Context: an optimization exercise on an open-source flow, tuned for a short achievable clock period and few clock cycles. The choices shown serve that exercise and are no tape-out recipe. At most, simulation tests tie the RTL to the original design; equivalence was not proved. Power is estimated from default activity; no workload was simulated.

== main ==
// dmac_top
module dmac_top (
   input  logic       HCLK,
   input  logic       HRESETn,
   input  logic       hsel,
   input  logic       hready,
   input  logic       hwrite,
   input  logic [1:0]    htrans,
   input  logic [31:0]      haddr,
   input  logic [31:0]      hwdata,
   output logic [31:0]      s_hrdata,
   output logic [1:0] s_hresp,
   output logic       hreadyout,
   input  logic [31:0]      hrdata,
   input  logic       hgrant,
   output logic       hbusreq,
   output logic [1:0]    m_htrans,
   output logic [31:0]      m_haddr,
   output logic       m_hwrite,
   output logic [2:0]    m_hburst,
   output logic [31:0]      m_hwdata,
   output logic       dmacintr
);
Settings: LEC_CHECK=0, ABC_CLOCK_PERIOD_IN_PS=1500, CAP_MARGIN=20, CORE_MARGIN=2, CORE_UTILIZATION=40, SETUP_SLACK_MARGIN=4.5, SLEW_MARGIN=20; clock period 6.0 ns.
run.sh (not shown) runs the stock make flow with config.mk's settings and CLKGATE_MAP_FILE= SYNTH_SCRIPT=/design/flow/synth_recipe.tcl, a recipe that flattens the netlist after the stock synthesis.
Input-level comparison between the feature branch and main:
--- a/flow/design.v
+++ b/flow/design.v
@@ -77,18 +77,21 @@
    logic        wbeat;      
    logic        fin;        
    assign sel      = hsel && htrans[1] && !bad_q;
    assign a_cfg    = (haddr[11:0] == 12'h030);
    assign a_src    = (haddr[11:0] == 12'h100);
    assign a_dst    = (haddr[11:0] == 12'h104);
    assign a_ctrl   = (haddr[11:0] == 12'h10C);
    assign a_chcfg  = (haddr[11:0] == 12'h110);
    assign a_mapped = a_cfg || a_src || a_dst || a_ctrl || a_chcfg;
+   logic        a_sd, rs_sd;
+   assign a_sd     = (haddr[11:3] == 9'b0001_0000_0) && (haddr[1:0] == 2'b00);
+   assign rs_sd    = sel && !hwrite && a_sd;
    assign rs_cfg   = sel && !hwrite && a_cfg;
    assign rs_src   = sel && !hwrite && a_src;
    assign rs_dst   = sel && !hwrite && a_dst;
    assign rs_ctrl  = sel && !hwrite && a_ctrl;
    assign rs_chcfg = sel && !hwrite && a_chcfg;
    assign ws_cfg   = sel && hwrite && a_cfg;
    assign ws_src   = sel && hwrite && a_src;
    assign ws_dst   = sel && hwrite && a_dst;
    assign ws_ctrl  = sel && hwrite && a_ctrl;
@@ -110,21 +113,20 @@
       if (wr_chcfg_q) begin
          ch_en_r    = hwdata[0];
          int_mask_r = hwdata[1];
          int_pend_r = hwdata[2];
       end else begin
          ch_en_r    = ch_en && !fin;
          int_mask_r = int_mask;
          int_pend_r = int_pend || fin;
       end
-      rdata_r = ({32{rs_cfg}}   & {31'd0, glb_r}) |
-                ({32{rs_src}}   & src_r) |
-                ({32{rs_dst}}   & dst_r) |
+      rdata_r = ({32{rs_sd}}    & (haddr[2] ? dst_r : src_r)) |
+                ({32{rs_cfg}}   & {31'd0, glb_r}) |
                 ({32{rs_ctrl}}  & {17'd0, bc_r, size_r}) |
                 ({32{rs_chcfg}} & {29'd0, int_pend_r, int_mask_r, ch_en_r});
    end
    always_ff @(posedge HCLK or negedge HRESETn) begin
       if (!HRESETn) begin
          {rd_cfg_q, rd_src_q, rd_dst_q, rd_ctrl_q, rd_chcfg_q} <= '0;
          {wr_cfg_q, wr_src_q, wr_dst_q, wr_ctrl_q, wr_chcfg_q} <= '0;
          bad_q      <= 1'b0;
          hresp_q    <= 1'b0;
### Flow results
- main → the feature branch: die footprint roughly the same, number of instances resized during post-cts repair climbed about 5%, worst reg2reg path depth has decreased, largest net degree at the start of global routing went up by 1.
- The final area of the feature branch is lower than that of main.
- Diff the feature branch..main | synthesized area | negligible
No run of this note included a check of the RTL's function; only the layout flow was run.

dmac_top, a different RTL version from the one above (not shown whole).
For scale: ~2,800 cells after synthesis, about 890 flip-flops, about 0.038 mm^2 of cells after synthesis.
clock: 6.0 ns
lec_check: 0
abc_clock_period_in_ps: 1500
cap_margin: 20
core_margin: 2
core_utilization: 40
setup_slack_margin: 4.5
slew_margin: 20
Change:
--- a/flow/design.v
+++ b/flow/design.v
@@ -161,26 +161,24 @@
          intr_q     <= int_pend_r && int_mask_r;
       end else begin
          {rd_cfg_q, rd_src_q, rd_dst_q, rd_ctrl_q, rd_chcfg_q} <=
             {rd_cfg_q, rd_src_q, rd_dst_q, rd_ctrl_q, rd_chcfg_q} & {5{!bad_q}};
          {wr_cfg_q, wr_src_q, wr_dst_q, wr_ctrl_q, wr_chcfg_q} <=
             {wr_cfg_q, wr_src_q, wr_dst_q, wr_ctrl_q, wr_chcfg_q} & {5{!bad_q}};
          bad_q      <= 1'b0;
          hresp_q    <= bad_q;
          hready_q   <= 1'b1;
       end
    end
-   always_ff @(posedge HCLK or negedge HRESETn)
-      if (!HRESETn)
-         hrdata_q <= '0;
-      else if (hready)
+   always_ff @(posedge HCLK)
+      if (hready)
          hrdata_q <= rdata_r;
    assign s_hrdata  = hrdata_q;
    assign s_hresp   = {1'b0, hresp_q};
    assign hreadyout = hready_q;
    assign dmacintr  = intr_q;
    logic        busy_q;       
    logic        hbr_q;        
    logic        wgnt_q;       
    logic [1:0]  trans_q;
    logic [31:2] addr_q;
    logic        write_q;
@@ -228,31 +226,22 @@
    logic        write_r;
    logic [31:0] wsrc;
    always_comb begin
       case (burst_code)
          3'd0:    begin plen = 5'd1;  pcode = 3'b000; end    
          3'd1:    begin plen = 5'd4;  pcode = 3'b011; end    
          3'd2:    begin plen = 5'd8;  pcode = 3'b101; end    
          default: begin plen = 5'd16; pcode = 3'b111; end    
       endcase
    end
    assign ftail = (rem_q < {5'd0, plen});
-   logic [9:0] rem_sub;       
-   always_comb begin
-      case (burst_code)
-         3'd0:    rem_sub = rem_q - 10'd1;
-         3'd1:    rem_sub = {rem_q[9:2] - 8'd1, rem_q[1:0]};
-         3'd2:    rem_sub = {rem_q[9:3] - 7'd1, rem_q[2:0]};
-         default: rem_sub = {rem_q[9:4] - 6'd1, rem_q[3:0]};
-      endcase
-   end
    assign flen  = ftail ? rem_q[4:0] : plen;
    assign fcode = ftail ? 3'b001 : pcode;              
    assign go       = !busy_q && run_q && nz_q;
    assign zgo      = !busy_q && run_q && !nz_q;         
    assign gnt      = wgnt_q && hgrant;
    assign bend     = trans_q[1] && write_q && last_q;
    assign addr_inc = addr_q + 30'd1;
    assign addr_acc = !last_q ? addr_inc : write_q ? rs_q : ws_q;
    always_comb begin
       if (!last_q)
          trans_acc = 2'b11;
@@ -294,49 +283,48 @@
          nl2_q   <= 1'b0;
          nrem_q  <= '0;
          more_q  <= 1'b0;
          dp_q    <= 1'b0;
          dpw_q   <= 1'b0;
          dpl_q   <= 1'b0;
       end else begin
          nlen_q  <= flen;
          ncode_q <= fcode;
          nl1_q   <= (flen == 5'd1);
          nl2_q   <= (flen == 5'd2);
-         nrem_q  <= ftail ? '0 : rem_sub;
+         nrem_q  <= rem_q - {5'd0, flen};
          more_q  <= (rem_q != '0);
          if (go)
             ws_q <= dst_base[31:2];
          else if (trans_q[1] && write_q)
             ws_q <= addr_inc;
          if (trans_q[1] && !write_q)
             rs_q <= addr_inc;
          if (!busy_q)
             rem_q <= xfer_size[11:2];
          else if (hready && (gnt || bend))
             rem_q <= nrem_q;
-         if (!busy_q)
-            addr_q <= src_base[31:2];
-         else if (hready && trans_q[1])
-            addr_q <= addr_acc;
          if (go) begin
             busy_q <= 1'b1;
             hbr_q  <= 1'b1;
             wgnt_q <= 1'b1;
+            addr_q <= src_base[31:2];
          end else if (hready) begin
             busy_q  <= busy_q && !dpl_q;
             hbr_q   <= (busy_q && !dpl_q) || (glb_r && ch_en_r && nz_q);
             wgnt_q  <= wgnt_q && !hgrant;
             trans_q <= trans_r;
             write_q <= write_r;
             pwr_q   <= trans_r[1] && write_r;
+            if (trans_q[1])
+               addr_q <= addr_acc;
             if (gnt || bend) begin
                len_q  <= nlen_q;
                l1_q   <= nl1_q;
                l2_q   <= nl2_q;
                cnt_q  <= nlen_q;
                last_q <= nl1_q;
                c2_q   <= nl2_q;
             end else if (trans_q[1]) begin
                if (last_q) begin
                   cnt_q  <= len_q;
                   last_q <= l1_q;
@@ -372,39 +360,32 @@
                drain_q <= drain_q + 4'd1;
          end
       end
    end
    always_ff @(posedge HCLK) begin
       rq_q <= hrdata;
       if (rv_q)
          mem[fill_q] <= rq_q;
    end
    assign wsrc = l1_q ? hrdata :
                  (rv_q && fill_q == drain_q) ? rq_q : mem[drain_q];
-   always_ff @(posedge HCLK or negedge HRESETn) begin
-      if (!HRESETn) begin
-         addr_o  <= '0;
+   always_ff @(posedge HCLK) begin
+      if (go) begin
+         addr_o  <= src_base[31:2];
          write_o <= 1'b0;
-         burst_q <= 3'b000;
-         wd_q    <= '0;
-      end else begin
-         if (go) begin
-            addr_o  <= src_base[31:2];
-            write_o <= 1'b0;
-         end else if (hready) begin
-            if (trans_q[1])
-               addr_o <= addr_acc;
-            write_o <= write_r;
-         end
-         if (hready && (gnt || bend))
-            burst_q <= ncode_q;
-         if (hready && pwr_q)
-            wd_q <= wsrc;
+      end else if (hready) begin
+         if (trans_q[1])
+            addr_o <= addr_acc;
+         write_o <= write_r;
       end
+      if (hready && (gnt || bend))
+         burst_q <= ncode_q;
+      if (hready && pwr_q)
+         wd_q <= wsrc;
    end
    assign hbusreq  = hbr_q;
    assign m_htrans = trans_q;
    assign m_haddr  = {addr_o, 2'b00};
    assign m_hwrite = write_o;
    assign m_hburst = burst_q;
    assign m_hwdata = wd_q;
 endmodule
Outcome: Utilization drops by 1.1 points. Worst hold slack degrades by 0.027 ns. Non-clock buffer count drops by 44. Setup slack degrades by 0.69 ns. Die area drops slightly. Area after synthesis drops slightly. Clock power drops by a few percent. Critical path depth climbs by 13. Via count drops by a little under a tenth. Register-to-register slack degrades by 0.99 ns. Synthesized cell count drops by roughly a tenth. Power drops by a few percent. Cell count drops by a few percent. Combinational power drops by well over a third.
No functional check of the RTL was part of any run of this note.

dmac_top, a different RTL version from the one above (not shown whole).
Size: about 2,800 cells after synthesis, ~210 I/O pins, about 0.039 mm^2 of cells after synthesis.
Settings: LEC_CHECK=0, CAP_MARGIN=20, CORE_MARGIN=2, CORE_UTILIZATION=40, SETUP_SLACK_MARGIN=3.8, SLEW_MARGIN=20; clock period 6.0 ns.
standard.sh (not shown) runs the stock make flow with config.mk's settings and CLKGATE_MAP_FILE= SYNTH_SCRIPT=/design/flow/synth_recipe.tcl, a recipe that flattens the netlist after the stock synthesis.
==> flow/flow/run.sh <==
#!/bin/bash
# Standard layout, with one extra step after placement (flow/move.tcl).
# Each tool's output goes to a log file of its own in this folder.
set -euo pipefail
export RDIR=$PWD/orfs/results/$FLOW_PLATFORM/dmac_top/base
bash standard.sh synth > log_1_synth.txt 2>&1
bash standard.sh floorplan > log_2_floorplan.txt 2>&1
bash standard.sh place > log_3_place.txt 2>&1
openroad -no_init -exit flow/move.tcl > log_3_move.txt 2>&1
bash standard.sh finish > log_4_finish.txt 2>&1
==> flow/flow/move.tcl <==
# After global and detailed placement: put each flip-flop that drives an
# output port's buffer right next to that buffer, then legalize again.
source [file join [file dirname [info script]] move_procs.tcl]
set R $::env(RDIR)
read_db $R/3_place.odb
move_out_flops
detailed_placement
check_placement
write_db $R/3_place.odb
==> flow/flow/move_procs.tcl <==
# Flip-flops that drive an output port's buffer, directly or through one
# inverter or buffer, are put next to that buffer (then legalized).
proc out_driver {inst} {
  # the instance that drives inst's (single) input pin, or ""
  foreach it [$inst getITerms] {
    if {[$it isInputSignal]} {
      set net [$it getNet]
      if {$net == "NULL"} { return "" }
      foreach d [$net getITerms] {
        if {[$d isOutputSignal]} { return [$d getInst] }
      }
    }
  }
  return ""
}

proc is_flop {inst} {
  return [string match "*__*df*" [[$inst getMaster] getName]]
}

proc is_inv_or_buf {inst} {
  set m [[$inst getMaster] getName]
  return [expr {[string match "*__inv_*" $m] || [string match "*__buf_*" $m] || [string match "*__clkbuf_*" $m]}]
}

proc move_out_flops {} {
  set block [ord::get_db_block]
  set n 0
  foreach bt [$block getBTerms] {
    if {[$bt getIoType] != "OUTPUT"} { continue }
    set net [$bt getNet]
    if {$net == "NULL"} { continue }
    set buf ""
    foreach it [$net getITerms] {
      if {[$it isOutputSignal]} { set buf [$it getInst] }
    }
    if {$buf == ""} { continue }
    set drv [out_driver $buf]
    if {$drv == ""} { continue }
    set loc [$buf getLocation]
    if {[is_flop $drv]} {
      $drv setLocation [lindex $loc 0] [lindex $loc 1]
      incr n
    } elseif {[is_inv_or_buf $drv]} {
      set ff [out_driver $drv]
      if {$ff != "" && [is_flop $ff]} {
        $drv setLocation [lindex $loc 0] [lindex $loc 1]
        $ff setLocation [lindex $loc 0] [lindex $loc 1]
        incr n
      }
    }
  }
  puts "moved $n flip-flops next to their output buffers"
}
Testbench counts at the start, summed over its fixed seeds: cycles 22,325.
Edit:
--- a/flow/design.v
+++ b/flow/design.v
@@ -41,19 +41,18 @@
    output logic [31:0]      m_haddr,
    output logic       m_hwrite,
    output logic [2:0]    m_hburst,
    output logic [31:0]      m_hwdata,
    output logic       dmacintr
 );
    logic rd_cfg_q, rd_src_q, rd_dst_q, rd_ctrl_q, rd_chcfg_q;
    logic wr_cfg_q, wr_src_q, wr_dst_q, wr_ctrl_q, wr_chcfg_q;
    logic bad_q;          
-   logic bad_o;          
    logic hresp_q;
    logic [31:0] hrdata_q;
    logic        glb_en;
    logic [31:0] src_base;
    logic [31:0] dst_base;
    logic [11:0] xfer_size;
    logic [2:0]  burst_code;
    logic        ch_en;
    logic        int_mask;
@@ -123,72 +122,68 @@
                 ({32{rs_cfg}}   & {31'd0, glb_r}) |
                 ({32{rs_ctrl}}  & {17'd0, bc_r, size_r}) |
                 ({32{rs_chcfg}} & {29'd0, int_pend_r, int_mask_r, ch_en_r});
    end
    always_ff @(posedge HCLK or negedge HRESETn) begin
       if (!HRESETn) begin
          {rd_cfg_q, rd_src_q, rd_dst_q, rd_ctrl_q, rd_chcfg_q} <= '0;
          {wr_cfg_q, wr_src_q, wr_dst_q, wr_ctrl_q, wr_chcfg_q} <= '0;
          bad_q      <= 1'b0;
-         bad_o      <= 1'b0;
          hresp_q    <= 1'b0;
          glb_en     <= 1'b0;
          src_base   <= '0;
          dst_base   <= '0;
          xfer_size  <= '0;
          burst_code <= '0;
          ch_en      <= 1'b0;
          int_mask   <= 1'b0;
          int_pend   <= 1'b0;
          nz_q       <= 1'b0;
          run_q      <= 1'b0;
          intr_q     <= 1'b0;
       end else if (hready) begin
          {rd_cfg_q, rd_src_q, rd_dst_q, rd_ctrl_q, rd_chcfg_q} <=
             {rs_cfg, rs_src, rs_dst, rs_ctrl, rs_chcfg};
          {wr_cfg_q, wr_src_q, wr_dst_q, wr_ctrl_q, wr_chcfg_q} <=
             {ws_cfg, ws_src, ws_dst, ws_ctrl, ws_chcfg};
          bad_q      <= bad_sel;
-         bad_o      <= hsel && htrans[1] && hwrite && !a_mapped && !bad_o;
          hresp_q    <= bad_sel || bad_q;      
          glb_en     <= glb_r;
          src_base   <= src_r;
          dst_base   <= dst_r;
          xfer_size  <= size_r;
          burst_code <= bc_r;
          ch_en      <= ch_en_r;
          int_mask   <= int_mask_r;
          int_pend   <= int_pend_r;
          nz_q       <= nz_r;
          run_q      <= glb_r && ch_en_r;
          intr_q     <= int_pend_r && int_mask_r;
       end else begin
          {rd_cfg_q, rd_src_q, rd_dst_q, rd_ctrl_q, rd_chcfg_q} <=
             {rd_cfg_q, rd_src_q, rd_dst_q, rd_ctrl_q, rd_chcfg_q} & {5{!bad_q}};
          {wr_cfg_q, wr_src_q, wr_dst_q, wr_ctrl_q, wr_chcfg_q} <=
             {wr_cfg_q, wr_src_q, wr_dst_q, wr_ctrl_q, wr_chcfg_q} & {5{!bad_q}};
          bad_q      <= 1'b0;
-         bad_o      <= 1'b0;
          hresp_q    <= bad_q;
-         intr_q     <= int_pend && int_mask;
       end
    end
    logic [31:0] rdata_s;
    assign rdata_s = ({32{rd_cfg_q}}   & {31'd0, glb_en}) |
                     ({32{rd_src_q}}   & src_base) |
                     ({32{rd_dst_q}}   & dst_base) |
                     ({32{rd_ctrl_q}}  & {17'd0, burst_code, xfer_size}) |
                     ({32{rd_chcfg_q}} & {29'd0, int_pend, int_mask, ch_en});
    always_ff @(posedge HCLK)
       hrdata_q <= hready ? rdata_r : rdata_s;
    assign s_hrdata  = hrdata_q;
    assign s_hresp   = {1'b0, hresp_q};
-   assign hreadyout = !bad_o;
+   assign hreadyout = !bad_q;
    assign dmacintr  = intr_q;
    logic        busy_q;       
    logic        hbr_q;        
    logic        wgnt_q;       
    logic [1:0]  trans_q;
    logic [31:2] addr_q;
    logic        write_q;
    logic        pwr_q;        
    logic [2:0]  burst_q;
@@ -211,19 +206,18 @@
    logic        dpw_q;        
    logic        dpl_q;        
    logic [31:0] rq_q;         
    logic        rv_q;         
    logic [3:0]  fill_q;       
    logic [3:0]  drain_q;      
    logic [31:0] mem [16];
    logic [31:0] wd_q;
    logic [31:0] wd_i;
-   logic [1:0]  trans_o;      
    logic [31:0] wd_n;
    logic [2:0]  bcur;
    logic [31:2] addr_o;       
    logic        write_o;
    logic        go;
    logic        zgo;
    logic        gnt;
    logic        bend;         
    logic [4:0]  plen;
@@ -387,29 +381,26 @@
       rq_q <= hrdata;
       if (rv_q)
          mem[fill_q] <= rq_q;
    end
    assign wsrc = l1_q ? hrdata :
                  (rv_q && fill_q == drain_q) ? rq_q : mem[drain_q];
    assign wd_n = (hready && pwr_q) ? wsrc : wd_i;
    assign bcur = (len_q == plen) ? pcode : 3'b001;
    always_ff @(posedge HCLK or negedge HRESETn)
-      if (!HRESETn) begin
-         wd_i    <= '0;
-         trans_o <= 2'b00;
-      end else begin
-         wd_i    <= wd_n;
-         trans_o <= hready ? trans_r : trans_q;
-      end
+      if (!HRESETn)
+         wd_i <= '0;
+      else
+         wd_i <= wd_n;
    always_ff @(posedge HCLK) begin
       addr_o  <= (hready && trans_q[1]) ? addr_acc : addr_q;
       write_o <= hready ? write_r : write_q;
       burst_q <= (hready && (gnt || bend)) ? ncode_q : bcur;
       wd_q    <= wd_n;
    end
    assign hbusreq  = hbr_q;
-   assign m_htrans = trans_o;
+   assign m_htrans = trans_q;
    assign m_haddr  = {addr_o, 2'b00};
    assign m_hwrite = write_o;
    assign m_hburst = burst_q;
    assign m_hwdata = wd_q;
 endmodule
Sequential power went up by about 0.7%.
Final cell count stays flat.
Setup slack gets worse by 60 ps.
Synthesized area went down by 0.51%.
Worst hold slack hardly moves.
Routed wire length decreases by 1.5%.
Combinational power rose by 81%.
Core utilization falls by 0.66 points.
Total power went down by 1.1%.
Global-route usage came out lower by 0.26 points.
Cell area went down by 1.5%.
Non-clock buffer count shrinks by 30.
For the second run of this note, only the layout was checked, not whether the RTL still works.

## afterwards: timing with drivers on the ports
The flow's constraints put no driver on any port. The routed layouts listed below were extracted and timed again, unchanged, in two steps. Step 1, drivers: a clkbuf_16 drives HCLK and a buf_2 each remaining input, both assumed. Step 2 times the ports against the registers' clock, not the clock port: input delays grow and output delays shrink by t, the midpoint of the rising clock arrivals with the driver on. Three values: ideal ports, drivers, drivers and shift; two values: the first two.
| run | shift t [ns] | slack for setup (ns) | worst setup path at the end | clock arrival spread, ns | worst register clock-pin slew, ns |
|---|---|---|---|---|---|
| main | 0.754 | 3.453 / 3.383 / 2.791 | input to register | 0.092 / 0.093 | 0.07 / 0.07 |
| the feature branch | 0.756 | 3.451 / 3.381 / 3.052 | input to register | 0.106 / 0.106 | 0.08 / 0.08 |
| the first run of note 2 | 0.750 | 3.491 / 3.420 / 3.064 | input to register | 0.032 / 0.032 | 0.07 / 0.07 |
| the second run of note 2 | 0.755 | 2.805 / 2.805 / 2.805 | register to register | 0.062 / 0.062 | 0.07 / 0.07 |
| the first run of note 3 | 0.744 | 3.525 / 3.473 / 2.813 | input to register | 0.035 / 0.035 | 0.07 / 0.07 |
| the second run of note 3 | 0.736 | 3.465 / 3.400 / 2.913 | input to register | 0.034 / 0.034 | 0.06 / 0.06 |
After both steps every run listed still meets setup and hold. The setup slack of the first run of note 3, which loses most, moves by -0.052 ns with the drivers and by -0.712 ns with both steps.
